Context: an optimization exercise on an open-source flow, tuned for small area. The choices shown serve that exercise and are no tape-out recipe.
In this exercise RTL edits were held to simulation tests only and were not proved equivalent to the original.
No activity file was given, so power comes from the tool's default toggle rates.

// dma_rx_path
module dma_rx_path (
   input  logic                    M_AXIS_ACLK,
   input  logic                    reset_n,
   input  dma_rx_pkg::in_data_t    s_axis_tdata,
   input  dma_rx_pkg::in_strb_t    s_axis_tstrb,
   input  dma_rx_pkg::user_t       s_axis_tuser,
   input  logic                    s_axis_tlast,
   input  logic                    s_axis_tvalid,
   output logic                    s_axis_tready,
   output dma_rx_pkg::out_data_t   m_axis_tdata,
   output dma_rx_pkg::out_strb_t   m_axis_tstrb,
   output dma_rx_pkg::user_t       m_axis_tuser,
   output logic                    m_axis_tlast,
   output logic                    m_axis_tvalid,
   input  logic                    m_axis_tready,
   input  logic                    wb_cyc,
   input  logic                    wb_stb,
   input  logic                    wb_we,
   input  dma_rx_pkg::wb_adr_t     wb_adr,
   input  dma_rx_pkg::wb_dat_t     wb_dat_w,
   output logic                    wb_ack,
   output dma_rx_pkg::wb_dat_t     wb_dat_r
);
==> flow/config.mk <==
export PLATFORM = sky130hd
export DESIGN_NAME = dma_rx_path
export DESIGN_NICKNAME = dma_rx_path
export VERILOG_FILES = /design/flow/design.v
export SDC_FILE = /design/flow/constraint.sdc
export NUM_CORES = 4
export LEC_CHECK = 0
export CAP_MARGIN = 20
export CORE_MARGIN = 2
export CORE_UTILIZATION = 40
export SLEW_MARGIN = 20
==> flow/constraint.sdc <==
create_clock -name core_clock -period 5.0 [get_ports {M_AXIS_ACLK}]
set_input_delay 1.0000 -clock core_clock [delete_from_list [all_inputs] [get_ports {M_AXIS_ACLK}]]
set_output_delay 1.0000 -clock core_clock [all_outputs]
set_load 0.01 [all_outputs]
standard.sh (not shown) runs the stock make flow with config.mk's settings and CLKGATE_MAP_FILE= SYNTH_SCRIPT=/design/flow/synth_recipe.tcl, a recipe that flattens the netlist after the stock synthesis.
==> flow/flow/run.sh <==
#!/bin/bash
# Layout flow: the standard ORFS flow, with three area changes.
#  1. After the standard synthesis, the combinational cells are mapped again by ABC with an
#     area-oriented script (remap.ys, remap.abc). Flip-flops keep their instances, names
#     and cell types; only the logic between them is re-mapped.
#  2. Port buffers use the smallest buffer cell.
#  3. The clock tree uses clkbuf_8 buffers in clusters of up to 16 sinks, and no dummy
#     balancing loads.
# Each tool's output goes to its own log file in this folder.
set -euo pipefail
R=orfs/results/sky130hd/dma_rx_path/base
LIB=$FLOW_HOME/platforms/sky130hd/lib/sky130_fd_sc_hd__tt_025C_1v80.lib
YOSYS=$(command -v yosys || echo /OpenROAD-flow-scripts/tools/install/yosys/bin/yosys)

export BUFFER_PORTS_ARGS="-buffer_cell sky130_fd_sc_hd__buf_1"
export CTS_ARGS="-sink_clustering_enable -repair_clock_nets -dont_use_dummy_load -buf_list {sky130_fd_sc_hd__clkbuf_8} -sink_clustering_size 16 -sink_clustering_max_diameter 100"

bash standard.sh synth > synth.log 2>&1
cp $R/1_2_yosys.v synth_standard.v

sed -e "s#{LIB}#$LIB#g" -e "s#{IN}#synth_standard.v#" -e "s#{SCRIPT}#$PWD/flow/remap.abc#" \
    -e "s#{OUT}#synth_remapped.v#" flow/remap.ys > remap_run.ys
$YOSYS -s remap_run.ys > remap.log 2>&1

cp synth_remapped.v $R/1_2_yosys.v
rm -f $R/1_synth.odb $R/1_synth.sdc
bash standard.sh > standard.log 2>&1
==> flow/flow/remap.abc <==
&get -n
&st
&dc2
&dch -f
&nf -a -R 1000
&put
==> flow/flow/remap.ys <==
# Re-maps the combinational cells of the standard synthesis netlist for area.
# The flip-flops (and tie cells) are kept as they are: same instances, names and cell types.
read_liberty -ignore_miss_func -ignore_miss_dir {LIB}
read_verilog {IN}
hierarchy -top dma_rx_path
setattr -mod -set blackbox 1 sky130_fd_sc_hd__edfxtp_1 sky130_fd_sc_hd__dfxtp_1
flatten
rename -hide w:_*_.*
opt_clean -purge
abc -script {SCRIPT} -liberty {LIB} -dont_use sky130_fd_sc_hd__probe_p_8 -dont_use sky130_fd_sc_hd__probec_p_8 -dont_use sky130_fd_sc_hd__lpflow_*
read_liberty -lib -ignore_redef {LIB}
splitnets
opt_clean -purge
hilomap -singleton -hicell sky130_fd_sc_hd__conb_1 HI -locell sky130_fd_sc_hd__conb_1 LO
insbuf -buf sky130_fd_sc_hd__buf_4 A X
check -assert
stat -liberty {LIB}
write_verilog -noattr -nohex -nodec {OUT}
Change:
--- a/flow/flow/run.sh
+++ b/flow/flow/run.sh
@@ -14,5 +14,5 @@
 
 export BUFFER_PORTS_ARGS="-buffer_cell sky130_fd_sc_hd__buf_1"
-export CTS_ARGS="-sink_clustering_enable -repair_clock_nets -dont_use_dummy_load -buf_list {sky130_fd_sc_hd__clkbuf_8} -sink_clustering_size 16 -sink_clustering_max_diameter 100"
+export CTS_ARGS="-sink_clustering_enable -repair_clock_nets -dont_use_dummy_load -buf_list {sky130_fd_sc_hd__clkbuf_8} -sink_clustering_size 16 -sink_clustering_max_diameter 60"
 
 bash standard.sh synth > synth.log 2>&1
Settings changed: PLACE_DENSITY set to 0.75.
The changed run completed without violations.
Wire length fell by 7.2%.
Final area is about the same.
Power is higher by about 0.4%.
Combinational power went down by about 1%.
Via count went up by about 2%.
Non-clock buffer count shrinks by 4.
Clock-buffer cell count is higher by 4.
Global-route usage drops by 2.1 points.
Setup slack loses 28 ps.
Register-to-register slack is worse by 30 ps.
First-iteration DRC count decreases by 13%.
Change:
Settings changed: CORE_UTILIZATION 40 to 60, PLACE_DENSITY 0.75 to 0.72.
The new run failed in I/O pin placement.
Synthesized cell count does not change.
Synthesized area stays the same.
Change:
Settings changed: CORE_UTILIZATION 60 to 40, GPL_TIMING_DRIVEN set to 0, PLACE_DENSITY 0.72 to unset.
After rerunning: The changed run finished clean. Synthesized area is unchanged. Synthesized cell count is unchanged.
Change:
--- a/flow/flow/run.sh
+++ b/flow/flow/run.sh
@@ -14,4 +14,5 @@
 
 export BUFFER_PORTS_ARGS="-buffer_cell sky130_fd_sc_hd__buf_1"
+export RECOVER_POWER=100
 export CTS_ARGS="-sink_clustering_enable -repair_clock_nets -dont_use_dummy_load -buf_list {sky130_fd_sc_hd__clkbuf_8} -sink_clustering_size 16 -sink_clustering_max_diameter 60"
 
Settings changed: GPL_TIMING_DRIVEN 0 to unset.
Outcome: The changed run completed and failed the layout checks on capacitance limit, slew limit. Power drops slightly. Setup slack got worse by 28 ps. Die area does not change.

[afterwards: timing with drivers on the ports]
In the flow no input, the clock included, has a driving cell. The finished layouts below were timed again as built, in two steps. Step 1 sets driving cells, clkbuf_16 on the clock port and buf_2 on the other inputs (assumed; they add their load-dependent delay and slew). Step 2 moves the port delays by t, midway between the first and last clock arrival at a register: inputs arrive t later, outputs are due t later. That takes back most of the time a late clock gives input paths. Three values: ideal, step 1, step 2; two values: the first two.
| run | t (ns) | setup slack, ns | latest minus earliest clock arrival (ns) |
|---|---|---|---|
| the first run | 0.706 | 0.288 / 0.288 / 0.288 | 0.058 / 0.058 |
| the second run | 0.696 | 0.260 / 0.260 / 0.260 | 0.100 / 0.100 |
| the fourth run | 0.701 | 0.275 / 0.275 / 0.151 | 0.077 / 0.077 |
| the fifth run | 0.693 | 0.248 / 0.248 / -0.117 | 0.063 / 0.063 |
For the fifth run, which loses most, drivers alone change the setup slack by 0.000 ns; drivers and shift together by -0.365 ns.
